From an optimization exercise on the open Yosys and OpenROAD flow, aimed at small area, a short achievable clock period and few clock cycles per item; shortcuts taken in it are not production practice.
Only simulation tests tie the RTL to the original design; equivalence was not proved.
Power is estimated from default activity; no workload was simulated.

<file path="flow/design.v">
package spmf_pkg;
	localparam int LEVELS      = 5;
	localparam int LEVEL_DEPTH = 16;
	localparam int PAYLOAD_W   = 16;
	localparam logic [2:0] ST_PUSHED   = 3'd0;
	localparam logic [2:0] ST_BAD_PRIO = 3'd1;
	localparam logic [2:0] ST_FULL     = 3'd2;
	localparam logic [2:0] ST_POPPED   = 3'd3;
	localparam logic [2:0] ST_EMPTY    = 3'd4;
	localparam int RES_W = 22;
endpackage
module spmf_ctrl (
	input  logic        clk,
	input  logic        arst_n,
	input  logic        s_tvalid,
	output logic        s_tready,
	input  logic [23:0] s_tdata,
	input  logic        s_act,
	input  logic        exec,      
	input  logic        busy_nx,   
	output logic        cmd_v,
	output logic        cmd_pop,
	output logic [4:0]  cmd_lvl,   
	output logic [15:0] cmd_pay
);
	logic v_nx;
	logic [4:0] lvl;
	always_comb begin
		for (int l = 0; l < 5; l++) begin
			lvl[l] = (s_tdata[7:0] == 8'(l + 1));
		end
	end
	assign v_nx = (s_tvalid && s_tready) || (cmd_v && !exec);
	always_ff @(posedge clk or negedge arst_n) begin
		if (!arst_n) begin
			cmd_v    <= 1'b0;
			s_tready <= 1'b1;
		end else begin
			cmd_v    <= v_nx;
			s_tready <= !(v_nx && busy_nx);
		end
	end
	always_ff @(posedge clk) begin
		if (s_tready) begin
			cmd_pop <= s_act;
			cmd_lvl <= lvl;
			cmd_pay <= s_tdata[23:8];
		end
	end
endmodule
module spmf_ram (
	input  logic        clk,
	input  logic        arst_n,
	input  logic        push,
	input  logic        pop,
	input  logic [15:0] wdata,
	output logic        nonempty,
	output logic        full,
	output logic [15:0] rdata
);
	logic [15:0] mem_q [16];
	logic [4:0]  r_q;
	always_ff @(posedge clk) begin
		if (push) begin
			mem_q[0] <= wdata;
			for (int i = 1; i < 16; i++) begin
				mem_q[i] <= mem_q[i-1];
			end
		end
	end
	always_ff @(posedge clk or negedge arst_n) begin
		if (!arst_n) begin
			r_q <= 5'h1f;
		end else if (push) begin
			r_q <= r_q + 5'd1;
		end else if (pop) begin
			r_q <= r_q - 5'd1;
		end
	end
	assign nonempty = !r_q[4];
	assign full     = (r_q == 5'd15);
	always_comb begin
		rdata = '0;
		for (int i = 0; i < 16; i++) begin
			rdata = rdata | (mem_q[i] & {16{r_q[3:0] == 4'(i)}});
		end
	end
endmodule
module spmf_dpath (
	input  logic                        clk,
	input  logic                        arst_n,
	input  logic                        exec,
	input  logic                        cmd_pop,
	input  logic [4:0]                  cmd_lvl,
	input  logic [15:0]                 cmd_pay,
	output logic [spmf_pkg::RES_W-1:0]  res
);
	logic [4:0]  ne;
	logic [4:0]  fl;
	logic [15:0] rd [5];
	logic [4:0]  first;    
	logic [4:0]  push;
	logic [4:0]  pop;
	logic        found;
	logic        lvl_full;
	logic        bad;
	logic [15:0] pop_pay;
	logic [2:0]  pop_lvl;
	always_comb begin
		for (int l = 0; l < 5; l++) begin
			first[l] = ne[l];
			for (int k = 0; k < l; k++) begin
				if (ne[k]) first[l] = 1'b0;
			end
		end
	end
	assign found    = |ne;
	assign bad      = ~|cmd_lvl;
	assign lvl_full = |(cmd_lvl & fl);
	assign push     = (exec && !cmd_pop) ? (cmd_lvl & ~fl) : 5'd0;
	assign pop      = (exec && cmd_pop) ? first : 5'd0;
	for (genvar l = 0; l < 5; l++) begin : g_lvl
		spmf_ram u_lvl (
			.clk      (clk),
			.arst_n   (arst_n),
			.push     (push[l]),
			.pop      (pop[l]),
			.wdata    (cmd_pay),
			.nonempty (ne[l]),
			.full     (fl[l]),
			.rdata    (rd[l])
		);
	end
	always_comb begin
		pop_pay = '0;
		pop_lvl = '0;
		for (int l = 0; l < 5; l++) begin
			if (first[l]) begin
				pop_pay = pop_pay | rd[l];
				pop_lvl = pop_lvl | 3'(l + 1);
			end
		end
	end
	always_comb begin
		if (cmd_pop) begin
			if (found) res = {spmf_pkg::ST_POPPED, pop_lvl, pop_pay};
			else       res = {spmf_pkg::ST_EMPTY, 19'd0};
		end else if (bad) begin
			res = {spmf_pkg::ST_BAD_PRIO, 19'd0};
		end else if (lvl_full) begin
			res = {spmf_pkg::ST_FULL, 19'd0};
		end else begin
			res = {spmf_pkg::ST_PUSHED, 19'd0};
		end
	end
endmodule
module strict_priority_multi_fifo_core (
	input  logic        clk,
	input  logic        arst_n,
	input  logic        s_tvalid,
	output logic        s_tready,
	input  logic [23:0] s_tdata,
	input  logic [0:0]  s_tuser,
	output logic        m_tvalid,
	input  logic        m_tready,
	output logic [23:0] m_tdata,
	output logic [2:0]  m_tuser
);
	localparam int RW = spmf_pkg::RES_W;
	logic          cmd_v;
	logic          cmd_pop;
	logic [4:0]    cmd_lvl;
	logic [15:0]   cmd_pay;
	logic          exec;
	logic [RW-1:0] res;
	logic          out_v_q;
	logic [RW-1:0] out_q;
	logic          sk_v_q;
	logic [RW-1:0] sk_q;
	logic          out_load;
	logic          sk_v_nx;
	assign exec     = cmd_v && !sk_v_q;
	assign out_load = !out_v_q || m_tready;
	assign sk_v_nx  = out_load ? 1'b0 : (sk_v_q || exec);
	spmf_ctrl u_ctrl (
		.clk      (clk),
		.arst_n   (arst_n),
		.s_tvalid (s_tvalid),
		.s_tready (s_tready),
		.s_tdata  (s_tdata),
		.s_act    (s_tuser[0]),
		.exec     (exec),
		.busy_nx  (sk_v_nx),
		.cmd_v    (cmd_v),
		.cmd_pop  (cmd_pop),
		.cmd_lvl  (cmd_lvl),
		.cmd_pay  (cmd_pay)
	);
	spmf_dpath u_dpath (
		.clk     (clk),
		.arst_n  (arst_n),
		.exec    (exec),
		.cmd_pop (cmd_pop),
		.cmd_lvl (cmd_lvl),
		.cmd_pay (cmd_pay),
		.res     (res)
	);
	always_ff @(posedge clk or negedge arst_n) begin
		if (!arst_n) begin
			out_v_q <= 1'b0;
			sk_v_q  <= 1'b0;
		end else begin
			if (out_load) out_v_q <= sk_v_q || exec;
			sk_v_q <= sk_v_nx;
		end
	end
	always_ff @(posedge clk) begin
		if (exec) sk_q <= res;
		if (out_load) out_q <= sk_v_q ? sk_q : res;
	end
	assign m_tvalid = out_v_q;
	assign m_tdata  = {5'd0, out_q[15:0], out_q[18:16]};
	assign m_tuser  = out_q[21:19];
endmodule
</file>
<file path="flow/constraint.sdc">
create_clock -name core_clock -period 6.0 [get_ports {clk}]
set_input_delay 1.2000 -clock core_clock [delete_from_list [all_inputs] [get_ports {clk}]]
set_output_delay 1.2000 -clock core_clock [all_outputs]
set_load 0.01 [all_outputs]
</file>
<file path="flow/config.mk">
export PLATFORM = sky130hd
export DESIGN_NAME = strict_priority_multi_fifo_core
export DESIGN_NICKNAME = strict_priority_multi_fifo_core
export VERILOG_FILES = /design/flow/design.v
export SDC_FILE = /design/flow/constraint.sdc
export NUM_CORES = 4
export LEC_CHECK = 0
export CAP_MARGIN = 20
export CORE_MARGIN = 2
export CORE_UTILIZATION = 40
export SETUP_SLACK_MARGIN = 0.2
export SLEW_MARGIN = 20
</file>
<file path="flow/run.sh">
#!/bin/bash
# synth_recipe.tcl (not shown) runs the flow's synth.tcl, then flattens the netlist and writes it again
# the make line also repeats each setting of config.mk as NAME=value (left out here)
make -C /OpenROAD-flow-scripts/flow DESIGN_CONFIG=/design/flow/config.mk WORK_HOME=/design/flow/orfs CLKGATE_MAP_FILE= SYNTH_SCRIPT=/design/flow/synth_recipe.tcl finish
</file>
==> summary.md, run 1 <==
| Metric | Value |
|---|---|
| Clock Tree Buf Depth | `3` |
| Fraction of layout cells with a size suffix above 1 | `0.142` |
| Worst-margin pin slew | `1.21 ns` |
| Iter 0 DRT Violations | `between 5000 and 6000` |
| Synth Register Bits | `between 1000 and 1500` |
| Port bufs | `between 50 and 60` |
| Die X | `between 300 and 400 um` |
| Fin nets | `roughly 3400` |
| Die ar. | `between 0.1 and 0.15 mm2` |
| Pin count of the biggest net entering global routing | `~190` |
| Final Slew Violations | `0` |
| Post-DP HPWL | `approximately 97 mm` |
| Hold slack | `roughly 0.43 ns` |
| First-pass GRT wire length | `219 mm` |
| Hold path start | `u_dpath.g_lvl[2].u_lvl.mem_q[6][15]` |
| Cell taking the most area after synthesis | `edfxtp_1` |
| Layout Skew | `roughly 0.029 ns` |
| Via count | `approximately 32000` |
| Ports | `just under 60` |
| Ys async rst share | `0.0211` |
| Post-Syn Area | `between 0.05 and 0.06 mm2` |
| First-pass DRT Iterations | `6` |
| WHS Path Cells | `0` |
| Fillers | `11600` |
| GPL Wtd Cong | `0.881` |
| Status | `timing/DRC/antenna clean` |
| H-tree depth | `4` |
| Total gr overflow | `0` |
| Most used cell, CP | `buf_4` |
| Max-cap violations | `0` |
| Num Clock Sinks | `1375` |
| P per Cell Area | `between 400 and 500 mW/mm2` |
| Drc violations | `0` |
| Ys Warns | `6` |
| EDFF count, synth | `roughly 1300` |
| Crit-path slowest cell | `buf_4` |
| Area Growth Syn to Fin | `13.2%` |
| Number of global-route vias before repair | `between 30000 and 40000` |
| Gr usage total | `0.212` |
| Cts hold-fix bufs | `0` |
| CP max stage delay | `~0.86 ns` |
| Req. time, crit path | `6.40 ns` |
| VDD IR max | `about 0.34 mV` |
| Reg2reg setup slack | `~1.8 ns` |
| Core area | `about 0.14 mm2` |
| Final ANT Viol Nets | `0` |
| Worst path cell trace | `buf_4 > nor2b_2 > nor2b_1 > nand3b_1 > clkinvlp_4 > buf_4 > buf_4` |
| RSZ-0062 raised after global routing | `false` |
| FF-to-FF End | `u_dpath.g_lvl[1].u_lvl.mem_q[11][12]` |
| Die height | `373 um` |
| Fin. Hold Viols | `0` |
| Top-count cell post-synth | `edfxtp_1` |
| Avg WL per Cell | `29.0 um` |
| Register area | `a little over 0.04 mm2` |
| Vias per std cell | `~6.2` |
| CTS tree | `done` |
| PostCTS Resize Cnt | `0` |
| HP Class | `reg -> reg` |
| Clock slew at reported path FFs | `around 0.06 ns` |
| Path depth of the worst reg2reg path | `7` |
| Final Setup Violations | `0` |
| Post-synth top area share | `0.741` |
| Multi-input gate area | `between 0.01 and 0.015 mm2` |
| Initial antenna violation count | `10` |
| Critical Path Source Type | `flip-flop` |
| Total Power | `slightly below 30000 uW` |
| Max Fclk | `about 240 MHz` |
| Worst Path Arrival | `~4.6 ns` |
| End-of-flow core utilization | `0.456` |
| CTS Buf Count | `about 140` |
| Mapped Cells | `3245` |
| Relative slew slack | `0.190` |
| Pleak | `0.0194 uW` |
| Ratio of final minimum period to clock period | `0.695` |
| Worst R2R Start | `sk_v_q` |
| Root buffer cell | `clkbuf_16` |
| Drt total wl | `151 mm` |
| Top post-synthesis cells by count | `1346 x edfxtp_1, 171 x a22oi_1, 123 x nand2_1` |
| Synth top area cells | `edfxtp_1 74%, a22oi_1 2.4%, mux2i_1 2.1%` |
| Synth cell types | `90` |
| Most used DFF post-synth | `edfxtp_1` |
| Postcts setup bufs | `0` |
| Clock Latency Late Sink | `0.79 ns` |
| Hold endpoint | `u_dpath.g_lvl[2].u_lvl.mem_q[7][15]` |
| Avg Cell Area, Syn | `approximately 17 um2` |
| Min cycle time layout | `4.17 ns` |
| Crit end category | `flip-flop` |
| Sequential area share after synthesis | `0.755` |
| Row Count | `~140` |
| Setup Crit Path Kind | `reg -> reg` |
| CP Max Fanout | `a little under 80` |
| Initial Util | `0.403` |
## area by class of cell
class                      count  share of cell area
antenna                        7            0.000284
clock buffer                 165              0.0601
clock inverter                91              0.0166
inverter                      28             0.00195
multi-input combinational   1639               0.198
sequential                  1375               0.667
tap                         1781              0.0361
timing repair buffer         140              0.0201
## critical path: cells and delay by family, from the launching register on
family,cells,cell delay [ns]
buffers and inverters,4,1.89
and+or+nand+nor,3,1.43
DFF,1,0.36
## metal layers
| metal | global-route usage | part of all wire |
|---|---|---|
| met2 | 0.297 | 0.43 |
| met4 | 0.0755 | 0.030 |
| met1 | 0.316 | 0.43 |
| met3 | 0.0573 | 0.11 |
| met5 | 0 | 0.000073 |
## cells in the final DEF (no fill, tap or decap), types with 20 or more instances in the layout
master,Yosys,layout
a211oi_1,26,26
a21oi_1,82,82
a221oi_1,52,52
a22o_1,52,52
a22oi_1,171,171
a31oi_1,43,43
a32oi_1,60,60
and2_1,20,20
buf_4,19,82
clkbuf_16,0,144
clkdlybuf4s50_1,0,51
clkinv_1,3,26
clkinv_2,0,32
dfstp_2,26,26
edfxtp_1,1346,1346
inv_1,25,21
mux2_2,90,89
mux2i_1,112,112
mux4_2,27,27
nand2_1,123,121
nand3_1,73,72
nor2_1,90,89
nor2b_1,54,50
nor3_1,50,49
o21ai_0,84,83
o22ai_1,57,57
## worst max path at each step
stage,startpoint,end,slack [ns],depth (start not counted)
after floorplan,u_dpath.g_lvl[0].u_lvl.r_q[1],u_dpath.g_lvl[0].u_lvl.r_q[1],-0.29,8
after global placement,sk_v_q,u_dpath.g_lvl[1].u_lvl.mem_q[12][11],1.96,7
after detailed placement,sk_v_q,u_dpath.g_lvl[1].u_lvl.mem_q[11][12],1.88,7
after CTS,sk_v_q,u_dpath.g_lvl[1].u_lvl.mem_q[7][12],1.87,7
after global routing,sk_v_q,u_dpath.g_lvl[1].u_lvl.mem_q[3][12],1.57,7
final,sk_v_q,u_dpath.g_lvl[1].u_lvl.mem_q[11][12],1.83,7
## flip-flops by register name, summed over array words and instances (netlist names)
| signal | flops |
|---|---|
| out_q | 22 |
| u_ctrl.cmd_lvl | 5 |
| sk_q | 22 |
| u_dpath.g_lvl.u_lvl.r_q | 25 |
| u_ctrl.cmd_pop | 1 |
| u_ctrl.s_tready | 1 |
| sk_v_q | 1 |
| out_v_q | 1 |
| u_dpath.g_lvl.u_lvl.mem_q | 1280 |
| u_ctrl.cmd_pay | 16 |
| u_ctrl.cmd_v | 1 |
## where the power goes
group	leakage (uW)	switching (uW)	internal [uW]
Sequential	0.0125	1020	11100
Clock	0.00232	3900	5140
Combinational	0.00452	5420	2850
## metrics by stage
step,setup slack [ns],cells,instance area [um2],setup TNS [ns]
4_1_cts,1.87,5219,61700,0
6_report,1.83,5226,61700,0
3_5_place_dp,1.88,4963,57000,0
5_1_grt,1.57,5220,61700,0
2_1_floorplan,-0.288,3249,54600,-18.86
3_3_place_gp,1.96,4962,56900,0
## logic make-up (layout without fill, tap and decap cells)
group	after synthesis	in the layout	synth area share
flip-flops	1375	1375	0.755
AO/OA/AOI/OAI	821	821	0.111
other	1	12	0.0000688
buffers and inverters	235	424	0.0223
XOR/XNOR	17	17	0.00273
adder cells (fa/ha/maj)	20	20	0.00528
AND/OR/NAND/NOR	541	541	0.0514
multiplexers	235	235	0.0517
Testbench counts, summed over its fixed seeds: cycles 12,016, items 12,000.
==> run 2, diff against run 1 <==
--- a/flow/design.v
+++ b/flow/design.v
@@ -24,5 +24,5 @@
 	output logic [15:0] cmd_pay
 );
-	logic v_nx;
+	logic       v_nx;
 	logic [4:0] lvl;
 	always_comb begin
@@ -56,9 +56,11 @@
 	input  logic [15:0] wdata,
 	output logic        nonempty,
+	output logic        nonempty_nx,
 	output logic        full,
 	output logic [15:0] rdata
 );
 	logic [15:0] mem_q [16];
-	logic [4:0]  r_q;
+	logic [15:0] ptr_q;
+	logic        ne_q;
 	always_ff @(posedge clk) begin
 		if (push) begin
@@ -71,17 +73,21 @@
 	always_ff @(posedge clk or negedge arst_n) begin
 		if (!arst_n) begin
-			r_q <= 5'h1f;
+			ptr_q <= '0;
+			ne_q  <= 1'b0;
 		end else if (push) begin
-			r_q <= r_q + 5'd1;
+			ptr_q <= {ptr_q[14:0], !ne_q};
+			ne_q  <= 1'b1;
 		end else if (pop) begin
-			r_q <= r_q - 5'd1;
-		end
-	end
-	assign nonempty = !r_q[4];
-	assign full     = (r_q == 5'd15);
+			ptr_q <= {1'b0, ptr_q[15:1]};
+			ne_q  <= !ptr_q[0];
+		end
+	end
+	assign nonempty    = ne_q;
+	assign nonempty_nx = push || (ne_q && !(pop && ptr_q[0]));
+	assign full     = ptr_q[15];
 	always_comb begin
 		rdata = '0;
 		for (int i = 0; i < 16; i++) begin
-			rdata = rdata | (mem_q[i] & {16{r_q[3:0] == 4'(i)}});
+			rdata = rdata | (mem_q[i] & {16{ptr_q[i]}});
 		end
 	end
@@ -97,4 +103,8 @@
 );
 	logic [4:0]  ne;
+	logic [4:0]  ne_nx;
+	logic [4:0]  first_nx;
+	logic [4:0]  first_q;
+	logic        found_q;
 	logic [4:0]  fl;
 	logic [15:0] rd [5];
@@ -109,11 +119,21 @@
 	always_comb begin
 		for (int l = 0; l < 5; l++) begin
-			first[l] = ne[l];
+			first_nx[l] = ne_nx[l];
 			for (int k = 0; k < l; k++) begin
-				if (ne[k]) first[l] = 1'b0;
+				if (ne_nx[k]) first_nx[l] = 1'b0;
 			end
 		end
 	end
-	assign found    = |ne;
+	always_ff @(posedge clk or negedge arst_n) begin
+		if (!arst_n) begin
+			first_q <= '0;
+			found_q <= 1'b0;
+		end else begin
+			first_q <= first_nx;
+			found_q <= |ne_nx;
+		end
+	end
+	assign first    = first_q;
+	assign found    = found_q;
 	assign bad      = ~|cmd_lvl;
 	assign lvl_full = |(cmd_lvl & fl);
@@ -128,4 +148,5 @@
 			.wdata    (cmd_pay),
 			.nonempty (ne[l]),
+			.nonempty_nx (ne_nx[l]),
 			.full     (fl[l]),
 			.rdata    (rd[l])
--- a/flow/config.mk
+++ b/flow/config.mk
@@ -8,5 +8,7 @@
 export CAP_MARGIN = 20
 export CORE_MARGIN = 2
-export CORE_UTILIZATION = 40
-export SETUP_SLACK_MARGIN = 0.2
+export CORE_UTILIZATION = 55
+export CTS_CLUSTER_DIAMETER = 80
+export CTS_CLUSTER_SIZE = 24
+export SETUP_SLACK_MARGIN = 3.3
 export SLEW_MARGIN = 20
==> run 2 against run 1 <==
  * Routed wire length decreased by 9.9%
  * Clock skew about the same
  * Clock-buffer cell count shrank 46
  * Via count is 10% lower
  * Sequential cell count is 66 higher
  * Area after synthesis down 4.0%
  * Still clean on timing, DRC and antenna
  * Final cell count is 19% lower
  * Clock power decreased by 41%
  * Power shrank 37%
  * Largest power group unchanged
==> summary.md, run 2 <==
| Metric | Value |
|---|---|
| Status | `timing/DRC/antenna clean` |
| Max-cap violations | `0 (unchanged)` |
| Register area | `0.0429 mm2 (+4.1%)` |
| Post-DP HPWL | `78.8 mm (-18%)` |
| First-pass DRT Iterations | `6 (unchanged)` |
| Iter 0 DRT Violations | `4145 (-18%)` |
| End-of-flow core utilization | `0.618 (+0.162)` |
| H-tree depth | `3 (-1)` |
| Worst Path Arrival | `3.42 ns (-1.15 ns)` |
| Avg WL per Cell | `32.1 um (+11%)` |
| Switching share of power | `0.237 (-0.115)` |
| Hold path start | `u_dpath.g_lvl[4].u_lvl.mem_q[14][4]` |
| VDD IR max | `0.234 mV (-32%)` |
| Avg Cell Area, Syn | `18.9 um2 (+13%)` |
| Largest reg by FF count | `u_dpath.g_lvl.u_lvl.mem_q` |
| Critical Path Source Type | `flip-flop` |
| Pleak | `0.0191 uW (-1.2%)` |
| Cts hold-fix bufs | `0 (unchanged)` |
| Die height | `313 um (-16%)` |
| Final Slew Violations | `0 (unchanged)` |
| Worst R2R Start | `u_dpath.g_lvl[2].u_lvl.ptr_q[0]` |
| Mapped Cells | `2766 (-15%)` |
| Place WS | `2.30 ns (+0.421 ns)` |
| Fraction of layout cells with a size suffix above 1 | `0.159 (+0.0170)` |
| Crit end category | `flip-flop` |
| Synth top area cells | `edfxtp_1 77%, a22o_1 5.2%, a221oi_1 5.0%` |
| Via count | `29100 (-10%)` |
| Synth Register Bits | `1441 (+4.8%)` |
| Clock Latency Late Sink | `0.67 ns (-0.12 ns)` |
| CP startpoint | `u_dpath.g_lvl[2].u_lvl.ptr_q[0]` |
| Port bufs | `52 (unchanged)` |
| Row Count | `113 (-16%)` |
| Fin nets | `2952 (-13%)` |
| Layout Skew | `0.0289 ns (+0.000370 ns)` |
| Biggest regs | `u_dpath.g_lvl.u_lvl.mem_q: 1280 flops, u_dpath.g_lvl.u_lvl.ptr_q: 80 flops` |
| RSZ-0062 raised after global routing | `true` |
| Ys async rst share | `0.0659 (+0.0448)` |
| Pin count of the biggest net entering global routing | `112 (-41%)` |
| CTS tree | `done` |
| Clock Tree Buf Depth | `3 (unchanged)` |
| Die X | `313 um (-16%)` |
| Multi-input gate area | `0.00902 mm2 (-26%)` |
| Total Power | `18600 uW (-37%)` |
| Ys Warns | `6 (unchanged)` |
| EDFF count, synth | `1346 (unchanged)` |
| Clock slew at reported path FFs | `0.10 ns (+0.04 ns)` |
| Req. time, crit path | `6.43 ns (+0.03 ns)` |
| GPL Wtd Cong | `0.861 (-2.2%)` |
| Setup TNS | `0 ns (unchanged)` |
| Num Clock Sinks | `1441 (+4.8%)` |
| Compound-gate portion of the synthesized area | `0.125 (+0.0136)` |
| Number of global-route vias before repair | `27800 (-9.6%)` |
| Synth cell types | `38 (-58%)` |
| Drc violations | `0 (unchanged)` |
| P per Cell Area | `318 mW/mm2 (-33%)` |
| Cell taking the most area after synthesis | `edfxtp_1` |
| Synth Area in Simple Gates | `0.0221 (-0.0294)` |
| Initial Util | `0.553 (+0.150)` |
| Relative slew slack | `0.307 (+0.117)` |
| Worst-margin pin slew | `1.04 ns (-0.176 ns)` |
| Core area | `0.0947 mm2 (-30%)` |
| HP Class | `reg -> reg` |
| Fin. Hold Viols | `0 (unchanged)` |
| Ratio of final minimum period to clock period | `0.498 (-0.197)` |
| Drt total wl | `136 mm (-9.9%)` |
| Post-route cell area | `0.0585 mm2 (-5.2%)` |
| Final Setup Violations | `0 (unchanged)` |
| Top-count cell post-synth | `edfxtp_1` |
| Sequential fraction of design power | `0.620 (+0.209)` |
| Adder-cell share of the synthesized area | `0 (-0.00528)` |
| Most used DFF post-synth | `edfxtp_1` |
| Initial antenna violation count | `13 (+3)` |
| Area Growth Syn to Fin | `11.8%` |
| CP Max Fanout | `6 (-92%)` |
| Clock power frac | `0.287 (-0.020)` |
| Logic gate share of total power | `0.093 (-0.188)` |
| Vias per std cell | `6.85 (+10%)` |
| Placed Area | `0.0543 mm2 (-4.7%)` |
| Main combinational cell family by area after synthesis | `compound AO/OA/AOI/OAI gates` |
| Most frequent cells in the layout | `1346 x edfxtp_1, 308 x a22o_1, 243 x a221oi_1, 147 x buf_4, 91 x nand2_1` |
| Max reg flops | `1280 (unchanged)` |
| Setup Crit Path Kind | `reg -> reg` |
| Xor/xnor share of the synthesized area | `0 (-0.00273)` |
| Fillers | `6775 (-42%)` |
| First-pass GRT wire length | `195 mm (-11%)` |
| Post-Syn Area | `0.0524 mm2 (-4.0%)` |
| Max Fclk | `335 MHz (+40%)` |
| Final ANT Viol Nets | `0 (unchanged)` |
| Commonest non-fill, non-tap cell in the layout | `edfxtp_1` |
| Gr usage total | `0.273 (+0.0609)` |
| Min cycle time layout | `2.99 ns (-1.18 ns)` |
| Sequential area share after synthesis | `0.817 (+0.0624)` |
| Ports | `58 (unchanged)` |
| Final setup margin | `3.01 ns (+1.18 ns)` |
| Post-synth top area share | `0.772 (+0.0309)` |
| Mux contribution to synthesized area | `0.0165 (-0.0352)` |
| CTS Buf Count | `70 (-51%)` |
| Total gr overflow | `0 (unchanged)` |
| Net switching power | `4400 uW (-57%)` |
| Internal power | `14200 uW (-25%)` |
| Root buffer cell | `clkbuf_16` |
| Top post-synthesis cells by count | `1346 x edfxtp_1, 308 x a22o_1, 297 x a221oi_1` |
| Die ar. | `0.0977 mm2 (-30%)` |
[run 2: cell families after synthesis]
logic type | count (synthesis)
flops | 1441
compound gates | 797
simple gates | 233
buf+inv | 210
mux | 84
other cells | 1
[run 2: power groups by stage]
stage / clock, uW / sequential [uW] / combinational, uW
global route: 5780 / 11600 / 1810
CTS: 5450 / 11500 / 1690
detailed placement: 0 / 11800 / 1480
global placement: 0 / 11800 / 1460
finish: 5350 / 11500 / 1730
floorplan: 0 / 11600 / 872
[run 2: layer usage]
layer / up-vias / GRT usage / wire [um]
li1: 12000 / - / -
met1: 15200 / 0.409 / 57400
met2: 1646 / 0.416 / 62500
met3: 205 / 0.0527 / 12900
met4: 0 / 0.0724 / 3630
met5: - / 0 / 0
[run 2: worst max-delay path, stage by stage, from the launching register on]
cell,delay (ns)
dfrtp_2,0.44
buf_12,0.15
a22o_1,0.21
a221oi_2,0.20
nand4_1,0.32
a222oi_1,0.92
a21oi_1,0.22
mux2_4,0.31
[run 2: per-stage QoR]
stage               hold WS [ns]  cells
finish                     0.450   4245
global route               0.461   4240
global placement           0.428   3979
detailed placement         0.433   3979
floorplan                  0.426   2770
CTS                        0.455   4208
[run 2: worst paths after layout]
check	slack, ns	to	depth (start not counted)
min in group asynchronous	0.61	u_dpath.g_lvl[1].u_lvl.ptr_q[9]	1
worst max register to register	3.01	out_q[9]	7
max in group asynchronous	4.01	u_dpath.g_lvl[2].u_lvl.ptr_q[15]	2
worst max-delay path	3.01	out_q[9]	7
worst min-delay path	0.45	u_dpath.g_lvl[4].u_lvl.mem_q[15][4]	0
worst min register to register	0.45	u_dpath.g_lvl[4].u_lvl.mem_q[15][4]	0
[run 2: layout make-up]
type                            count  share of cell area
Sequential cell                  1441               0.732
Multi-Input combinational cell   1120               0.154
Timing Repair Buffer              273              0.0474
Clock buffer                      119              0.0341
Tap cell                         1265              0.0270
Inverter                            8             0.00276
Timing Repair inverter              9             0.00135
Clock inverter                      5            0.000577
Antenna cell                        5            0.000214
[run 2: timing repair]
item,4_1_cts,5_1_grt
pin swaps,46,43
buffers inserted,95,25
gates cloned,10,7
gates resized for setup,254,50
endpoints found under the setup margin,1417,321
Testbench counts of run 2, summed over its fixed seeds: cycles 12,016, items 12,000.
==> run 3, diff against run 2 <==
--- a/flow/config.mk
+++ b/flow/config.mk
@@ -8,5 +8,5 @@
 export CAP_MARGIN = 20
 export CORE_MARGIN = 2
-export CORE_UTILIZATION = 55
+export CORE_UTILIZATION = 65
 export CTS_CLUSTER_DIAMETER = 80
 export CTS_CLUSTER_SIZE = 24
==> run 3 against run 2 <==
  * Clock-buffer cell count rose by 6
  * Critical path depth did not move
  * Combinational power fell by 3%
  * Setup slack improved by 0.061 ns
  * Critical path type unchanged
  * Register-to-register slack improved by 0.06 ns
  * Largest power group unchanged
==> summary.md, run 3 <==
| Metric | Value |
|---|---|
| CP startpoint | `u_dpath.g_lvl[0].u_lvl.ptr_q[12]` |
| GPL Wtd Cong | `0.882 (+2.4%)` |
| Vias per std cell | `7.33 (+7.1%)` |
| Die height | `288 um (-7.9%)` |
| Clock Tree Buf Depth | `3 (unchanged)` |
| Reg2reg setup slack | `3.07 ns (+0.06 ns)` |
| Avg WL per Cell | `33.5 um (+4.1%)` |
| Worst R2R Start | `u_dpath.g_lvl[0].u_lvl.ptr_q[12]` |
| Post-DP HPWL | `76.7 mm (-2.6%)` |
| Mapped Cells | `2766 (unchanged)` |
| CTS tree | `done` |
| First-pass DRT Iterations | `7 (+1)` |
| Biggest regs | `u_dpath.g_lvl.u_lvl.mem_q: 1280 flops, u_dpath.g_lvl.u_lvl.ptr_q: 80 flops` |
| P per Cell Area | `320 mW/mm2 (+0.65%)` |
| Sequential area share after synthesis | `0.817 (unchanged)` |
| Setup TNS | `0 ns (unchanged)` |
| RSZ-0062 raised after global routing | `true` |
| Final Slew Violations | `0 (unchanged)` |
| Most used DFF post-synth | `edfxtp_1` |
| Num Clock Sinks | `1441 (unchanged)` |
| Req. time, crit path | `6.42 ns (about the same)` |
| Setup Crit Path Kind | `reg -> reg` |
| H-tree depth | `3 (unchanged)` |
| Min cycle time layout | `2.93 ns (-0.0612 ns)` |
| Avg Cell Area, Syn | `18.9 um2 (unchanged)` |
| Initial Util | `0.653 (+0.100)` |
| VDD IR max | `0.313 mV (+34%)` |
| Status | `timing/DRC/antenna clean` |
| Root buffer cell | `clkbuf_16` |
| First-pass GRT wire length | `193 mm (-0.83%)` |
| Most frequent cells in the layout | `1346 x edfxtp_1, 308 x a22o_1, 243 x a221oi_1, 153 x buf_4, 89 x nand2_1` |
| Max-cap violations | `0 (unchanged)` |
| HP Class | `reg -> reg` |
| Critical path buffers and inverters | `1 (unchanged)` |
| Pin count of the biggest net entering global routing | `107 (-4.5%)` |
| Placed Cells | `3768 (-5.3%)` |
| CP top delay family | `compound AO/OA/AOI/OAI gates` |
| CP Max Fanout | `8 (+2)` |
| EDFF count, synth | `1346 (unchanged)` |
| Area Growth Syn to Fin | `11.5%` |
| Fraction of layout cells with a size suffix above 1 | `0.156 (-0.00311)` |
| Critical path depth | `7 (unchanged)` |
| Worst Path Arrival | `3.35 ns (-0.07 ns)` |
| Max reg flops | `1280 (unchanged)` |
| Cell taking the most area after synthesis | `edfxtp_1` |
| Iter 0 DRT Violations | `4871 (+18%)` |
| Layout Skew | `0.0291 ns (+0.000242 ns)` |
| Initial antenna violation count | `15 (+2)` |
| Top post-synthesis cells by count | `1346 x edfxtp_1, 308 x a22o_1, 297 x a221oi_1` |
| Largest reg by FF count | `u_dpath.g_lvl.u_lvl.mem_q` |
| Port bufs | `52 (unchanged)` |
| Worst path cell trace | `buf_12 > a22o_1 > a221oi_2 > nand4_1 > a222oi_1 > a21oi_1 > mux2_2` |
| Ys Warns | `6 (unchanged)` |
| Drt total wl | `136 mm (-0.56%)` |
| Worst-margin pin slew | `1.20 ns (+0.158 ns)` |
| Clock Latency Late Sink | `0.66 ns (about the same)` |
| Cts hold-fix bufs | `0 (unchanged)` |
| Fillers | `4845 (-28%)` |
| CP max stage delay | `0.88 ns (-0.04 ns)` |
| Register area | `0.0429 mm2 (about the same)` |
| Fin nets | `2954 (+0.068%)` |
| Final ANT Viol Nets | `0 (unchanged)` |
| Row Count | `104 (-8.0%)` |
| Ratio of final minimum period to clock period | `0.488 (-0.0102)` |
| Die X | `288 um (-7.9%)` |
| Relative slew slack | `0.202 (-0.106)` |
| Gr usage total | `0.324 (+0.0514)` |
| Final non-filler cell total | `4053 (-4.5%)` |
| Synth top area cells | `edfxtp_1 77%, a22o_1 5.2%, a221oi_1 5.0%` |
| Number of global-route vias before repair | `28000 (+0.98%)` |
| Crit-path slowest cell | `a222oi_1` |
| Multi-input gate area | `0.00900 mm2 (-0.21%)` |
| Drc violations | `0 (unchanged)` |
| Fin. Hold Viols | `0 (unchanged)` |
| Final Setup Violations | `0 (unchanged)` |
| Pleak | `0.0191 uW (about the same)` |
| Worst setup path end | `out_q[14]` |
| Die ar. | `0.0828 mm2 (-15%)` |
| Post-Syn Area | `0.0524 mm2 (unchanged)` |
| Max Fclk | `341 MHz (+2.1%)` |
| Total Power | `18700 uW (+0.36%)` |
| Total gr overflow | `0 (unchanged)` |
| Commonest non-fill, non-tap cell in the layout | `edfxtp_1` |
| Crit end category | `flip-flop` |
| Synth cell types | `38 (unchanged)` |
| Top-count cell post-synth | `edfxtp_1` |
| Via count | `29700 (+2.2%)` |
| Core area | `0.0802 mm2 (-15%)` |
| CTS Buf Count | `70 (unchanged)` |
| Post-synth top area share | `0.772 (unchanged)` |
| Synth Register Bits | `1441 (unchanged)` |
| Path depth of the worst reg2reg path | `7 (unchanged)` |
| Critical Path Source Type | `flip-flop` |
| Ports | `58 (unchanged)` |
| FF-to-FF End | `out_q[14]` |
| Clock slew at reported path FFs | `0.10 ns (about the same)` |
| Ys async rst share | `0.0659 (unchanged)` |
==> run 3: cell counts after synthesis <==
No cell type changed its count.
==> run 3: timing repair <==
| item | in CTS | in global routing |
|---|---|---|
| cloned | 14 | 1 |
| gates resized for setup | 179 | 94 |
| buffers inserted | 88 | 42 |
| setup endpoints to repair | 1422 | 590 |
| endpoints found under the hold margin | 0 | 0 |
| pin swaps | 37 | 61 |
==> run 3: kinds of logic (layout without fill, tap and decap cells) <==
kind of cell | after synthesis | after routing | share of synthesized area
flip-flops | 1441 | 1441 | 0.817
AO/OA/AOI/OAI | 797 | 797 | 0.125
AND/OR/NAND/NOR | 233 | 234 | 0.0221
other | 1 | 15 | 0.0000716
buffers and inverters | 210 | 422 | 0.0189
multiplexers | 84 | 84 | 0.0165
==> run 3: final cells by class <==
type	instances	share of cell area
flip-flops and latches	1441	0.735
repair buffers	274	0.0481
well taps	1060	0.0227
multi-input cells	1120	0.154
diodes	10	0.000429
inverters	8	0.00276
clock inverters	5	0.00111
clock buffers	125	0.0346
repair inverters	10	0.00150
==> run 3: layer usage <==
layer  vias up  share of wire  track usage
li1      12000              -            -
met1     15400           0.40        0.490
met2      2098           0.46        0.483
met3       227           0.11       0.0688
met4         4          0.029        0.105
met5         -        0.00015            0
==> run 3: how the worst min path moves through the flow <==
stage	start	end	slack, ns	cells after the start
5_1_grt	u_dpath.g_lvl[0].u_lvl.mem_q[1][13]	u_dpath.g_lvl[0].u_lvl.mem_q[2][13]	0.45	0
3_3_place_gp	u_dpath.g_lvl[3].u_lvl.mem_q[14][9]	u_dpath.g_lvl[3].u_lvl.mem_q[15][9]	0.43	0
4_1_cts	u_dpath.g_lvl[0].u_lvl.mem_q[1][13]	u_dpath.g_lvl[0].u_lvl.mem_q[2][13]	0.44	0
6_report	u_dpath.g_lvl[0].u_lvl.mem_q[1][13]	u_dpath.g_lvl[0].u_lvl.mem_q[2][13]	0.44	0
2_1_floorplan	u_dpath.g_lvl[0].u_lvl.mem_q[2][15]	u_dpath.g_lvl[0].u_lvl.mem_q[3][15]	0.43	0
3_5_place_dp	u_dpath.g_lvl[2].u_lvl.mem_q[13][0]	u_dpath.g_lvl[2].u_lvl.mem_q[14][0]	0.43	0
==> run 3: report_power, final <==
part / switching [uW] / internal [uW]
combinational: 1020 / 647
sequential: 362 / 11200
clock: 3080 / 2340
total: 4460 / 14200
==> run 3: per-stage QoR <==
step	util	instance area, um2	hold slack (ns)	setup WS [ns]
floorplan	-	52500	0.426	3.44
global placement	0.674	54000	0.429	2.45
detailed placement	0.674	54000	0.435	2.32
CTS	0.718	57600	0.443	3.17
global route	0.728	58400	0.452	3.11
finish	0.728	58400	0.440	3.07
==> run 4, diff against run 3 <==
--- a/flow/design.v
+++ b/flow/design.v
@@ -13,37 +13,19 @@
 	input  logic        clk,
 	input  logic        arst_n,
-	input  logic        s_tvalid,
-	output logic        s_tready,
-	input  logic [23:0] s_tdata,
-	input  logic        s_act,
-	input  logic        exec,      
+	input  logic [7:0]  prio,
 	input  logic        busy_nx,   
-	output logic        cmd_v,
-	output logic        cmd_pop,
-	output logic [4:0]  cmd_lvl,   
-	output logic [15:0] cmd_pay
-);
-	logic       v_nx;
-	logic [4:0] lvl;
+	output logic        ready,
+	output logic [4:0]  lvl        
+);
 	always_comb begin
 		for (int l = 0; l < 5; l++) begin
-			lvl[l] = (s_tdata[7:0] == 8'(l + 1));
-		end
-	end
-	assign v_nx = (s_tvalid && s_tready) || (cmd_v && !exec);
-	always_ff @(posedge clk or negedge arst_n) begin
-		if (!arst_n) begin
-			cmd_v    <= 1'b0;
-			s_tready <= 1'b1;
-		end else begin
-			cmd_v    <= v_nx;
-			s_tready <= !(v_nx && busy_nx);
-		end
-	end
-	always_ff @(posedge clk) begin
-		if (s_tready) begin
-			cmd_pop <= s_act;
-			cmd_lvl <= lvl;
-			cmd_pay <= s_tdata[23:8];
+			lvl[l] = (prio == 8'(l + 1));
+		end
+	end
+	always_ff @(posedge clk or negedge arst_n) begin
+		if (!arst_n) begin
+			ready <= 1'b1;
+		end else begin
+			ready <= !busy_nx;
 		end
 	end
@@ -189,8 +171,5 @@
 );
 	localparam int RW = spmf_pkg::RES_W;
-	logic          cmd_v;
-	logic          cmd_pop;
-	logic [4:0]    cmd_lvl;
-	logic [15:0]   cmd_pay;
+	logic [4:0]    lvl;
 	logic          exec;
 	logic [RW-1:0] res;
@@ -201,20 +180,14 @@
 	logic          out_load;
 	logic          sk_v_nx;
-	assign exec     = cmd_v && !sk_v_q;
+	assign exec     = s_tvalid && s_tready;
 	assign out_load = !out_v_q || m_tready;
 	assign sk_v_nx  = out_load ? 1'b0 : (sk_v_q || exec);
 	spmf_ctrl u_ctrl (
-		.clk      (clk),
-		.arst_n   (arst_n),
-		.s_tvalid (s_tvalid),
-		.s_tready (s_tready),
-		.s_tdata  (s_tdata),
-		.s_act    (s_tuser[0]),
-		.exec     (exec),
-		.busy_nx  (sk_v_nx),
-		.cmd_v    (cmd_v),
-		.cmd_pop  (cmd_pop),
-		.cmd_lvl  (cmd_lvl),
-		.cmd_pay  (cmd_pay)
+		.clk     (clk),
+		.arst_n  (arst_n),
+		.prio    (s_tdata[7:0]),
+		.busy_nx (sk_v_nx),
+		.ready   (s_tready),
+		.lvl     (lvl)
 	);
 	spmf_dpath u_dpath (
@@ -222,7 +195,7 @@
 		.arst_n  (arst_n),
 		.exec    (exec),
-		.cmd_pop (cmd_pop),
-		.cmd_lvl (cmd_lvl),
-		.cmd_pay (cmd_pay),
+		.cmd_pop (s_tuser[0]),
+		.cmd_lvl (lvl),
+		.cmd_pay (s_tdata[23:8]),
 		.res     (res)
 	);
--- a/flow/config.mk
+++ b/flow/config.mk
@@ -11,4 +11,4 @@
 export CTS_CLUSTER_DIAMETER = 80
 export CTS_CLUSTER_SIZE = 24
-export SETUP_SLACK_MARGIN = 3.3
+export SETUP_SLACK_MARGIN = 3.5
 export SLEW_MARGIN = 20
==> run 4 against run 3 <==
  * Clock power decreased by 1%
  * Design area increased by 2.5%
  * Register-to-register slack improved by 0.29 ns
  * Sequential share of layout area decreased by 2.9 points
  * Non-clock buffer count increased by 79
  * Largest cell class unchanged
  * Via count increased by 2.4%
  * Global-route usage increased by 0.84 points
  * Area after synthesis decreased by 0.50%
  * Sequential power decreased by 4%
  * Critical path depth decreased by 1
==> summary.md, run 4 <==
| Metric | Value |
|---|---|
| Status | `timing/DRC/antenna clean` |
| Clock power frac | `0.281 (-0.009)` |
| Top post-synthesis cells by count | `1324 x edfxtp_1, 336 x a221oi_1, 325 x a22o_1` |
| Largest reg by FF count | `u_dpath.g_lvl.u_lvl.mem_q` |
| Worst Path Arrival | `3.00 ns (-0.35 ns)` |
| Total gr overflow | `0 (unchanged)` |
| Vias per std cell | `7.42 (+1.3%)` |
| Hold path start | `u_dpath.g_lvl[0].u_lvl.mem_q[13][10]` |
| CP startpoint | `u_dpath.g_lvl[0].u_lvl.ptr_q[14]` |
| Fin. Hold Viols | `0 (unchanged)` |
| Worst-margin pin slew | `1.15 ns (-0.0462 ns)` |
| Crit end category | `flip-flop` |
| VDD IR max | `0.241 mV (-23%)` |
| Xor/xnor share of the synthesized area | `0 (unchanged)` |
| Total Power | `19100 uW (+2.0%)` |
| Placed Area | `0.0536 mm2 (-0.83%)` |
| Worst path cell trace | `buf_12 > a22o_1 > a221oi_1 > nand4_1 > a222oi_1 > a31oi_1` |
| Fin nets | `3025 (+2.4%)` |
| Worst R2R Start | `u_dpath.g_lvl[0].u_lvl.ptr_q[14]` |
| Relative slew slack | `0.230 (+0.0284)` |
| Sequential area share after synthesis | `0.808 (-0.00904)` |
| Commonest non-fill, non-tap cell in the layout | `edfxtp_1` |
| Clock Latency Late Sink | `0.67 ns (about the same)` |
| Net switching power | `4890 uW (+9.8%)` |
| Number of global-route vias before repair | `28200 (+0.55%)` |
| Top-count cell post-synth | `edfxtp_1` |
| Post-DP HPWL | `76.4 mm (-0.50%)` |
| Clock Tree Buf Depth | `3 (unchanged)` |
| Gr usage total | `0.333 (+0.00844)` |
| Biggest regs | `u_dpath.g_lvl.u_lvl.mem_q: 1280 flops, u_dpath.g_lvl.u_lvl.ptr_q: 80 flops` |
| Min cycle time layout | `2.64 ns (-0.285 ns)` |
| Root buffer cell | `clkbuf_16` |
| Setup TNS | `0 ns (unchanged)` |
| Fillers | `4492 (-7.3%)` |
| Area Growth Syn to Fin | `14.8%` |
| Mapped Cells | `2771 (+0.18%)` |
| Max-cap violations | `0 (unchanged)` |
| Compound-gate portion of the synthesized area | `0.132 (+0.00700)` |
| Drc violations | `0 (unchanged)` |
| Iter 0 DRT Violations | `5105 (+4.8%)` |
| Crit-path slowest cell | `a222oi_1` |
| Cell taking the most area after synthesis | `edfxtp_1` |
| Multi-input gate area | `0.00928 mm2 (+3.1%)` |
| Hold slack | `0.452 ns (+0.0115 ns)` |
| EDFF count, synth | `1324 (-1.6%)` |
| Die height | `287 um (-0.25%)` |
| Req. time, crit path | `6.36 ns (-0.06 ns)` |
| Cts hold-fix bufs | `0 (unchanged)` |
| Synth top area cells | `edfxtp_1 76%, a221oi_1 5.6%, a22o_1 5.5%` |
| Final non-filler cell total | `4097 (+1.1%)` |
| Main combinational cell family by area after synthesis | `compound AO/OA/AOI/OAI gates` |
| CP Max Fanout | `9 (+1)` |
| Sequential fraction of design power | `0.583 (-0.038)` |
| Drt total wl | `141 mm (+4.3%)` |
| CP max stage delay | `0.62 ns (-0.26 ns)` |
| HP Class | `reg -> reg` |
| Initial antenna violation count | `15 (unchanged)` |
| Most used DFF post-synth | `edfxtp_1` |
| Row Count | `103 (-0.96%)` |
| GPL Wtd Cong | `0.874 (-0.92%)` |
| Logic gate share of total power | `0.136 (+0.047)` |
| Final ANT Viol Nets | `0 (unchanged)` |
| Synth Register Bits | `1418 (-1.6%)` |
| Layout Skew | `0.0310 ns (+0.00184 ns)` |
| Register area | `0.0422 mm2 (-1.6%)` |
| Switching share of power | `0.257 (+0.0181)` |
| CTS Buf Count | `69 (-1.4%)` |
| First-pass DRT Iterations | `9 (+2)` |
| Ys Warns | `6 (unchanged)` |
| Internal power | `14200 uW (-0.43%)` |
| Synth cell types | `49 (+29%)` |
| Clock slew at reported path FFs | `0.10 ns (about the same)` |
| Placed Cells | `3752 (-0.42%)` |
| Post-route cell area | `0.0598 mm2 (+2.5%)` |
| Die X | `287 um (-0.25%)` |
| H-tree depth | `3 (unchanged)` |
| First-pass GRT wire length | `197 mm (+1.9%)` |
| Avg Cell Area, Syn | `18.8 um2 (-0.68%)` |
| Post-Syn Area | `0.0521 mm2 (-0.50%)` |
| Num Clock Sinks | `1418 (-1.6%)` |
| Die ar. | `0.0824 mm2 (-0.50%)` |
| RSZ-0062 raised after global routing | `true` |
| Max reg flops | `1280 (unchanged)` |
| P per Cell Area | `319 mW/mm2 (-0.44%)` |
| Critical Path Source Type | `flip-flop` |
| Ratio of final minimum period to clock period | `0.441 (-0.0475)` |
| Adder-cell share of the synthesized area | `0 (unchanged)` |
| Port bufs | `52 (unchanged)` |
| Final Setup Violations | `0 (unchanged)` |
| Final Slew Violations | `0 (unchanged)` |
| Ys async rst share | `0.0663 (+0.000364)` |
| Initial Util | `0.658 (+0.00517)` |
| Most frequent cells in the layout | `1324 x edfxtp_1, 325 x a22o_1, 287 x a221oi_1, 153 x buf_4, 98 x clkbuf_16` |
| Mux contribution to synthesized area | `0.0140 (-0.00251)` |
| Core area | `0.0791 mm2 (-1.3%)` |
| Avg WL per Cell | `34.5 um (+3.1%)` |
| Max Fclk | `378 MHz (+11%)` |
| Via count | `30400 (+2.4%)` |
| Ports | `58 (unchanged)` |
| Post-synth top area share | `0.763 (-0.00879)` |
| Synth Area in Simple Gates | `0.0226 (+0.000544)` |
| CTS tree | `done` |
| Pin count of the biggest net entering global routing | `67 (-37%)` |
| Setup Crit Path Kind | `reg -> reg` |
| Fraction of layout cells with a size suffix above 1 | `0.187 (+0.0316)` |
| Pleak | `0.0199 uW (+4.0%)` |
-- run 4: cell types whose count changed in the layout (fill, tap and decap cells not counted), moves of 22 or more --
cell and delta:
a21oi_1 +52, a221oi_1 +44, a22oi_1 -33, buf_16 +45
clkbuf_16 +24, edfxtp_1 -22, nand2_1 -38, nor2_1 +29
o21ai_0 -50
-- run 4: layout make-up --
type                       count  area share
inverter                       9     0.00140
antenna                        1   0.0000418
clock inverter                 7     0.00155
clock buffer                 114      0.0328
timing repair inverter         6     0.00161
sequential                  1418       0.705
tap                         1050      0.0220
timing repair buffer         353      0.0801
multi-input combinational   1139       0.155
-- run 4: logic make-up (layout without fill, tap and decap cells) --
| kind of cell | count (synthesis) | after routing |
|---|---|---|
| DFF | 1418 | 1418 |
| other | 1 | 6 |
| AOI/OAI and AO/OA | 836 | 836 |
| muxes | 72 | 72 |
| and+or+nand+nor | 223 | 226 |
| buffers and inverters | 221 | 489 |
-- run 4: layer usage --
metal  vias up  track usage  part of all wire
li1      12200            -                 -
met1     15600        0.502              0.39
met2      2269        0.489              0.45
met3       290       0.0745              0.13
met4        12        0.113             0.035
met5         -            0           0.00048
-- run 4: what timing repair did --
action / in CTS / in global routing
endpoints found under the setup margin: 1431 / 990
pin swaps: 35 / 53
resized for setup: 254 / 143
gates cloned: 42 / 33
setup buffers: 93 / 55
-- run 4: power groups by stage --
stage | logic (uW) | clock network [uW] | registers [uW]
6_report | 2590 | 5350 | 11100
3_3_place_gp | 2070 | 0 | 11400
2_1_floorplan | 1110 | 0 | 11200
4_1_cts | 2290 | 5400 | 11100
3_5_place_dp | 2080 | 0 | 11400
5_1_grt | 2640 | 5730 | 11100
-- run 4: metrics by stage --
stage	setup WS (ns)	utilization
after global placement	1.71	0.677
final	3.36	0.756
after floorplan	0.226	-
after detailed placement	1.62	0.677
after CTS	3.43	0.733
after global routing	3.36	0.756
-- run 4: final timing paths --
path	cells past startpoint	slack [ns]	end
min reg2reg	0	0.45	u_dpath.g_lvl[0].u_lvl.mem_q[14][10]
min in group asynchronous	1	0.60	u_dpath.g_lvl[4].u_lvl.ptr_q[7]
max	6	3.36	out_q[9]
max reg2reg	6	3.36	out_q[9]
min	0	0.45	u_dpath.g_lvl[0].u_lvl.mem_q[14][10]
max in group asynchronous	2	4.16	u_dpath.g_lvl[3].u_lvl.ptr_q[5]
-- run 4: worst max-delay path: cells and delay by family, from the launching register on --
family / cells / cell delay (ns)
DFF: 1 / 0.60
and+or+nand+nor: 1 / 0.40
buffers and inverters: 1 / 0.18
AOI/OAI and AO/OA: 4 / 1.18
Testbench counts of run 4, summed over its fixed seeds: cycles 12,008, items 12,000.
==> run 5, diff against run 4 <==
--- a/flow/config.mk
+++ b/flow/config.mk
@@ -8,7 +8,7 @@
 export CAP_MARGIN = 20
 export CORE_MARGIN = 2
-export CORE_UTILIZATION = 65
-export CTS_CLUSTER_DIAMETER = 80
-export CTS_CLUSTER_SIZE = 24
+export CORE_UTILIZATION = 68
+export CTS_CLUSTER_DIAMETER = 90
+export CTS_CLUSTER_SIZE = 28
 export SETUP_SLACK_MARGIN = 3.5
 export SLEW_MARGIN = 20
==> run 5 against run 4 <==
  * Fmax is 2.4% higher
  * Setup slack gained 0.062 ns
  * Final cell count down 1.8%
  * Clock skew is 0.0057 ns lower
  * Design area fell by 2.0%
  * Critical path depth shrank 5
  * Utilization up 1.6 points
  * Die area down 4.4%
  * Power fell by 4.5%
  * Sequential power is essentially flat
  * Largest cell class unchanged
  * Highest routed layer unchanged
==> summary.md, run 5 <==
| Metric | Value |
|---|---|
| Worst Path Arrival | `1.38 ns (-1.62 ns)` |
| Max reg flops | `1280 (unchanged)` |
| Hold slack | `0.417 ns (-0.0340 ns)` |
| VDD IR max | `0.348 mV (+44%)` |
| Cell taking the most area after synthesis | `edfxtp_1` |
| Ports | `58 (unchanged)` |
| Place WS | `1.55 ns (-0.0672 ns)` |
| Setup TNS | `0 ns (unchanged)` |
| Iter 0 DRT Violations | `4624 (-9.4%)` |
| CP max stage delay | `0.52 ns (-0.10 ns)` |
| Min cycle time layout | `2.58 ns (-0.0615 ns)` |
| Status | `timing/DRC/antenna clean` |
| Drc violations | `0 (unchanged)` |
| Switching share of power | `0.253 (-0.00352)` |
| Fraction of layout cells with a size suffix above 1 | `0.167 (-0.0200)` |
| Die ar. | `0.0788 mm2 (-4.4%)` |
| Area Growth Syn to Fin | `12.6%` |
| Compound-gate portion of the synthesized area | `0.132 (unchanged)` |
| Fin nets | `2976 (-1.6%)` |
| Gr usage total | `0.341 (+0.00802)` |
| Adder-cell share of the synthesized area | `0 (unchanged)` |
| Clock slew at reported path FFs | `0.11 ns (about the same)` |
| Total Power | `18200 uW (-4.5%)` |
| Post-DP HPWL | `75.0 mm (-1.8%)` |
| Root buffer cell | `clkbuf_16` |
| Post-route cell area | `0.0586 mm2 (-2.0%)` |
| Clock Tree Buf Depth | `3 (unchanged)` |
| Crit-path slowest cell | `edfxtp_1` |
| CTS Buf Count | `56 (-19%)` |
| Post-synth top area share | `0.763 (unchanged)` |
| Number of global-route vias before repair | `28400 (+0.56%)` |
| Total gr overflow | `0 (unchanged)` |
| Core area | `0.0759 mm2 (-4.0%)` |
| EDFF count, synth | `1324 (unchanged)` |
| Worst-margin pin slew | `0.991 ns (-0.160 ns)` |
| Crit end category | `output pin` |
| CP Max Fanout | `1 (-8)` |
| Max Fclk | `387 MHz (+2.4%)` |
| Post-Syn Area | `0.0521 mm2 (unchanged)` |
| Num Clock Sinks | `1418 (unchanged)` |
| Ys async rst share | `0.0663 (unchanged)` |
| Port bufs | `52 (unchanged)` |
| Setup Crit Path Kind | `reg -> out` |
| Layout Skew | `0.0253 ns (-0.00570 ns)` |
| Initial antenna violation count | `15 (unchanged)` |
| Most used DFF post-synth | `edfxtp_1` |
| Drt total wl | `135 mm (-4.2%)` |
| H-tree depth | `2 (-1)` |
| Req. time, crit path | `4.80 ns (-1.56 ns)` |
| Worst path cell trace | `buf_2` |
| P per Cell Area | `311 mW/mm2 (-2.5%)` |
| Sequential fraction of design power | `0.615 (+0.032)` |
| Top-count cell post-synth | `edfxtp_1` |
| Synth Register Bits | `1418 (unchanged)` |
| CTS tree | `done` |
| Biggest regs | `u_dpath.g_lvl.u_lvl.mem_q: 1280 flops, u_dpath.g_lvl.u_lvl.ptr_q: 80 flops` |
| Final Slew Violations | `0 (unchanged)` |
| Mapped Cells | `2771 (unchanged)` |
| Net switching power | `4610 uW (-5.8%)` |
| Synth cell types | `49 (unchanged)` |
| Via count | `29900 (-1.8%)` |
| Initial Util | `0.686 (+0.0276)` |
| CP top delay family | `flip-flops` |
| Ratio of final minimum period to clock period | `0.430 (-0.0103)` |
| Avg Cell Area, Syn | `18.8 um2 (unchanged)` |
| Die height | `281 um (-2.2%)` |
| Mux contribution to synthesized area | `0.0140 (unchanged)` |
| Critical Path Source Type | `flip-flop` |
| Final ANT Viol Nets | `0 (unchanged)` |
| Pin count of the biggest net entering global routing | `74 (+10%)` |
| Relative slew slack | `0.337 (+0.107)` |
| Placed Area | `0.0535 mm2 (-0.11%)` |
| Most frequent cells in the layout | `1324 x edfxtp_1, 325 x a22o_1, 312 x a221oi_1, 138 x buf_4, 81 x nand4_1` |
| Pleak | `0.0193 uW (-2.9%)` |
| HP Class | `in -> async` |
| Cts hold-fix bufs | `0 (unchanged)` |
| First-pass DRT Iterations | `10 (+1)` |
| Xor/xnor share of the synthesized area | `0 (unchanged)` |
| Sequential area share after synthesis | `0.808 (unchanged)` |
| Synth top area cells | `edfxtp_1 76%, a221oi_1 5.6%, a22o_1 5.5%` |
| Largest reg by FF count | `u_dpath.g_lvl.u_lvl.mem_q` |
| Main combinational cell family by area after synthesis | `compound AO/OA/AOI/OAI gates` |
| First-pass GRT wire length | `193 mm (-1.8%)` |
| Critical path buffers and inverters | `1 (unchanged)` |
| Commonest non-fill, non-tap cell in the layout | `edfxtp_1` |
| Final Setup Violations | `0 (unchanged)` |
| Ys Warns | `6 (unchanged)` |
| Clock power frac | `0.257 (-0.024)` |
| Synth Area in Simple Gates | `0.0226 (unchanged)` |
| Top post-synthesis cells by count | `1324 x edfxtp_1, 336 x a221oi_1, 325 x a22o_1` |
| Internal power | `13600 uW (-4.0%)` |
| Logic gate share of total power | `0.129 (-0.007)` |
| Die X | `281 um (-2.2%)` |
| Fin. Hold Viols | `0 (unchanged)` |
| Final setup margin | `3.42 ns (+0.0615 ns)` |
| Avg WL per Cell | `33.7 um (-2.5%)` |
| Row Count | `101 (-1.9%)` |
| Clock Latency Late Sink | `0.67 ns (about the same)` |
| Vias per std cell | `7.42 (about the same)` |
| RSZ-0062 raised after global routing | `true` |
| GPL Wtd Cong | `0.857 (-1.9%)` |
| Max-cap violations | `0 (unchanged)` |
-- run 5: cell counts after synthesis --
Identical to the previous run, type by type.
-- run 5: path summary, 6_finish.rpt --
| check | slack [ns] | end | start | cells past startpoint |
|---|---|---|---|---|
| max | 3.42 | m_tdata[6] | out_q[3] | 1 |
| min | 0.42 | u_dpath.g_lvl[2].u_lvl.ptr_q[15] | arst_n | 1 |
| max reg2reg | 3.44 | sk_q[3] | u_dpath.g_lvl[1].u_lvl.ptr_q[0] | 7 |
| min reg2reg | 0.46 | u_dpath.g_lvl[4].u_lvl.mem_q[5][6] | u_dpath.g_lvl[4].u_lvl.mem_q[4][6] | 0 |
| max in group asynchronous | 4.53 | u_ctrl.ready | arst_n | 3 |
| min in group core_clock | 0.46 | u_dpath.g_lvl[4].u_lvl.mem_q[5][6] | u_dpath.g_lvl[4].u_lvl.mem_q[4][6] | 0 |
-- run 5: power groups by stage --
stage	clock (uW)	combinational, uW	sequential (uW)
2_1_floorplan	0	1110	11200
3_3_place_gp	0	1940	11400
3_5_place_dp	0	1970	11400
4_1_cts	4710	2080	11200
5_1_grt	5020	2420	11200
6_report	4680	2340	11200
-- run 5: logic make-up (layout without fill, tap and decap cells) --
group           after synthesis  after routing
compound gates              836            836
buf+inv                     221            436
flops                      1418           1418
mux                          72             72
other cells                   1              8
simple gates                223            225
-- run 5: timing repair --
| action | CTS | global route |
|---|---|---|
| pin swaps | 34 | 49 |
| cloned | 49 | 7 |
| gates resized for setup | 272 | 97 |
| buffers inserted | 85 | 59 |
| setup endpoints to repair | 1431 | 1064 |
-- run 5: stage by stage --
stage / utilization / std cells
final: 0.772 / 4025
after global routing: 0.772 / 4022
after CTS: 0.758 / 3955
after detailed placement: 0.705 / 3718
after global placement: 0.705 / 3718
after floorplan: - / 2775
-- run 5: layout make-up --
type | count | area [um2]
flip-flops and latches | 1418 | 42200
fillers | 4165 | 17300
multi-input cells | 1138 | 9130
repair buffers | 315 | 4190
clock buffers | 101 | 1600
well taps | 1030 | 1290
repair inverters | 9 | 115
inverters | 9 | 83.8
clock inverters | 2 | 11.3
diodes | 3 | 7.51
-- run 5: metal layers --
| layer | vias to the layer above | routed length, um | share of wire | GRT usage |
|---|---|---|---|---|
| met1 | 15300 | 51200 | 0.38 | 0.498 |
| li1 | 12100 | - | - | - |
| met3 | 290 | 17300 | 0.13 | 0.0806 |
| met2 | 2128 | 61500 | 0.45 | 0.513 |
| met4 | 12 | 5340 | 0.039 | 0.123 |
| met5 | - | 96 | 0.00071 | 0 |
==> run 6, diff against run 5 <==
--- a/flow/config.mk
+++ b/flow/config.mk
@@ -8,5 +8,5 @@
 export CAP_MARGIN = 20
 export CORE_MARGIN = 2
-export CORE_UTILIZATION = 68
+export CORE_UTILIZATION = 72
 export CTS_CLUSTER_DIAMETER = 90
 export CTS_CLUSTER_SIZE = 28
==> run 6 against run 5 <==
  * Still clean on timing, DRC and antenna
  * First-iteration DRC count is 3.4% higher
  * Design area is 0.83% lower
  * Largest power group unchanged
  * Die area down 5.5%
  * Combinational power increased by 6%
  * Via count grew 1.4%
==> summary.md, run 6 <==
| Metric | Value |
|---|---|
| FF-to-FF End | `sk_q[3]` |
| Final Slew Violations | `0 (unchanged)` |
| Path depth of the worst reg2reg path | `7 (unchanged)` |
| Hold path start | `u_dpath.g_lvl[1].u_lvl.mem_q[1][3]` |
| Area Growth Syn to Fin | `11.6%` |
| End-of-flow core utilization | `0.812 (+0.0400)` |
| Post-DP HPWL | `75.9 mm (+1.1%)` |
| Root buffer cell | `clkbuf_16` |
| WHS Path Cells | `0` |
| Total gr overflow | `0 (unchanged)` |
| Fillers | `3489 (-16%)` |
| Layout Skew | `0.0273 ns (+0.00203 ns)` |
| Multi-input gate area | `0.00934 mm2 (+2.3%)` |
| Mapped Cells | `2771 (unchanged)` |
| Number of global-route vias before repair | `28700 (+1.1%)` |
| Req. time, crit path | `4.80 ns (about the same)` |
| Relative slew slack | `0.297 (-0.0400)` |
| Final Setup Violations | `0 (unchanged)` |
| Ports | `58 (unchanged)` |
| Avg WL per Cell | `34.6 um (+2.8%)` |
| CTS tree | `done` |
| CP startpoint | `out_q[13]` |
| GR Layer Usage met3 | `0.0933 (+0.0127)` |
| Drc violations | `0 (unchanged)` |
| VDD IR max | `0.378 mV (+8.7%)` |
| Fin nets | `2969 (-0.24%)` |
| Synth cell types | `49 (unchanged)` |
| Ratio of final minimum period to clock period | `0.434 (+0.00402)` |
| EDFF count, synth | `1324 (unchanged)` |
| Initial antenna violation count | `11 (-4)` |
| First-pass DRT Iterations | `9 (-1)` |
| Avg Cell Area, Syn | `18.8 um2 (unchanged)` |
| Drt total wl | `136 mm (+0.55%)` |
| Top-count cell post-synth | `edfxtp_1` |
| Pleak | `0.0192 uW (-0.75%)` |
| Initial Util | `0.727 (+0.0416)` |
| Die X | `273 um (-2.8%)` |
| Final ANT Viol Nets | `0 (unchanged)` |
| Largest reg by FF count | `u_dpath.g_lvl.u_lvl.mem_q` |
| Reg2reg setup slack | `3.41 ns (-0.03 ns)` |
| Crit end category | `output pin` |
| Most used DFF post-synth | `edfxtp_1` |
| Worst Path Arrival | `1.41 ns (+0.03 ns)` |
| GR met2 Demand/Resource | `0.547 (+0.0348)` |
| Clock slew at reported path FFs | `0.12 ns (about the same)` |
| Sequential area share after synthesis | `0.808 (unchanged)` |
| CTS Buf Count | `56 (unchanged)` |
| Die height | `273 um (-2.8%)` |
| Total Power | `18300 uW (+0.29%)` |
| Worst R2R Start | `u_dpath.g_lvl[1].u_lvl.ptr_q[6]` |
| Port bufs | `52 (unchanged)` |
| Gr busiest metal | `met2` |
| Ys Warns | `6 (unchanged)` |
| Max reg flops | `1280 (unchanged)` |
| Core area | `0.0716 mm2 (-5.7%)` |
| HP Class | `reg -> reg` |
| Critical Path Source Type | `flip-flop` |
| GPL Wtd Cong | `0.878 (+2.4%)` |
| CP top delay family | `flip-flops` |
| Worst path cell trace | `buf_2` |
| Post-synth top area share | `0.763 (unchanged)` |
| Hold slack | `0.443 ns (+0.0257 ns)` |
| Worst-margin pin slew | `1.05 ns (+0.0598 ns)` |
| Post-Syn Area | `0.0521 mm2 (unchanged)` |
| P per Cell Area | `314 mW/mm2 (+1.1%)` |
| Num Clock Sinks | `1418 (unchanged)` |
| Row Count | `98 (-3.0%)` |
| Synth Register Bits | `1418 (unchanged)` |
| Pin count of the biggest net entering global routing | `78 (+5.4%)` |
| Min cycle time layout | `2.61 ns (+0.0241 ns)` |
| First-pass GRT wire length | `192 mm (-0.84%)` |
| Max Fclk | `384 MHz (-0.93%)` |
| GR Layer Usage met1 | `0.510 (+0.0121)` |
| Status | `timing/DRC/antenna clean` |
| Gr usage total | `0.358 (+0.0168)` |
| Ys async rst share | `0.0663 (unchanged)` |
| Register area | `0.0422 mm2 (about the same)` |
| H-tree depth | `2 (unchanged)` |
| Most frequent cells in the layout | `1324 x edfxtp_1, 325 x a22o_1, 292 x a221oi_1, 139 x buf_4, 81 x nand4_1` |
| Clock Tree Buf Depth | `3 (unchanged)` |
| Critical path buffers and inverters | `1 (unchanged)` |
| CP Max Fanout | `1 (unchanged)` |
| Hold endpoint | `u_dpath.g_lvl[1].u_lvl.mem_q[2][3]` |
| Via count | `30300 (+1.4%)` |
| Die ar. | `0.0745 mm2 (-5.5%)` |
| Synth top area cells | `edfxtp_1 76%, a221oi_1 5.6%, a22o_1 5.5%` |
| Crit-path slowest cell | `edfxtp_1` |
| Fin. Hold Viols | `0 (unchanged)` |
| Vias per std cell | `7.70 (+3.7%)` |
| Biggest regs | `u_dpath.g_lvl.u_lvl.mem_q: 1280 flops, u_dpath.g_lvl.u_lvl.ptr_q: 80 flops` |
| Fraction of layout cells with a size suffix above 1 | `0.171 (+0.00341)` |
| Setup Crit Path Kind | `reg -> out` |
| Setup TNS | `0 ns (unchanged)` |
| Iter 0 DRT Violations | `4781 (+3.4%)` |
| CP max stage delay | `0.53 ns (about the same)` |
| Clock Latency Late Sink | `0.67 ns (about the same)` |
| Commonest non-fill, non-tap cell in the layout | `edfxtp_1` |
| Max-cap violations | `0 (unchanged)` |
| Top post-synthesis cells by count | `1324 x edfxtp_1, 336 x a221oi_1, 325 x a22o_1` |
| Cell taking the most area after synthesis | `edfxtp_1` |
| RSZ-0062 raised after global routing | `true` |
[run 6: cell counts after synthesis]
No cell type changed its count.
[run 6: power by group]
| part | switching, uW | internal [uW] | total (uW) |
|---|---|---|---|
| sequential | 237 | 10900 | 11100 |
| clock | 2840 | 1830 | 4670 |
| combinational | 1600 | 889 | 2490 |
[run 6: worst max-delay path by stage]
| stage | cells past startpoint | endpoint | slack [ns] |
|---|---|---|---|
| after CTS | 1 | m_tdata[16] | 3.40 |
| final | 1 | m_tdata[16] | 3.39 |
| after global routing | 1 | m_tdata[16] | 3.37 |
| after global placement | 6 | u_dpath.g_lvl[1].u_lvl.mem_q[4][2] | 1.62 |
| after detailed placement | 6 | u_dpath.g_lvl[1].u_lvl.mem_q[14][2] | 1.50 |
| after floorplan | 4 | u_dpath.g_lvl[1].u_lvl.mem_q[0][0] | 0.23 |
[run 6: repair_timing]
| action | 4_1_cts | 5_1_grt |
|---|---|---|
| buffers inserted | 86 | 36 |
| gates cloned | 42 | 13 |
| resized for setup | 256 | 112 |
| pin swaps | 41 | 51 |
| hold buffers | 0 | 0 |
| setup endpoints to repair | 1429 | 1036 |
[run 6: area by class of cell]
type                    count  area share
inverters                   9     0.00148
clock inverters             1    0.000194
multi-input cells        1145       0.161
repair buffers            296      0.0605
well taps                 950      0.0204
repair inverters           14     0.00353
clock buffers             102      0.0274
diodes                      2   0.0000861
flip-flops and latches   1418       0.726
[run 6: metal layers]
layer	vias up	share of wire
li1	12100	-
met1	15400	0.36
met2	2388	0.47
met3	344	0.13
met4	8	0.040
met5	-	0.00035
[run 6: logic make-up (layout without fill, tap and decap cells)]
family,after synthesis,after routing,synth area share
flops,1418,1418,0.808
compound gates,836,836,0.132
simple gates,223,232,0.0226
buf+inv,221,422,0.0229
mux,72,72,0.0140
other cells,1,7,0.0000720
[run 6: per-stage QoR]
step | setup slack (ns) | area, um2 | cells
6_report | 3.39 | 58100 | 3937
5_1_grt | 3.37 | 58100 | 3935
4_1_cts | 3.40 | 57200 | 3886
3_5_place_dp | 1.50 | 53600 | 3655
3_3_place_gp | 1.62 | 53600 | 3655
2_1_floorplan | 0.226 | 52200 | 2775

-- port drivers added, routing unchanged --
Ports are ideal in the flow. The routed layouts listed here were re-timed in OpenROAD.
Step 1 assumes that a clkbuf_16 drives the clock port and a buf_2 every other input.
Step 2, shift: input delay + t, output delay - t, t = (earliest + latest rising clock arrival at the registers) / 2. This alone moves slack from input paths to output paths.
Slacks: ideal / step 1 / step 2; pairs: ideal / step 1.
| run | t (ns) | slack for setup (ns) |
|---|---|---|
| run 1 | 0.859 | 1.829 / 1.829 / 1.829 |
| run 2 | 0.724 | 3.011 / 3.011 / 3.011 |
| run 3 | 0.721 | 3.072 / 3.072 / 3.072 |
| run 4 | 0.723 | 3.357 / 3.354 / 2.749 |
| run 5 | 0.734 | 3.418 / 3.344 / 2.783 |
| run 6 | 0.729 | 3.394 / 3.324 / 2.716 |
After both steps every run listed still meets setup and hold.
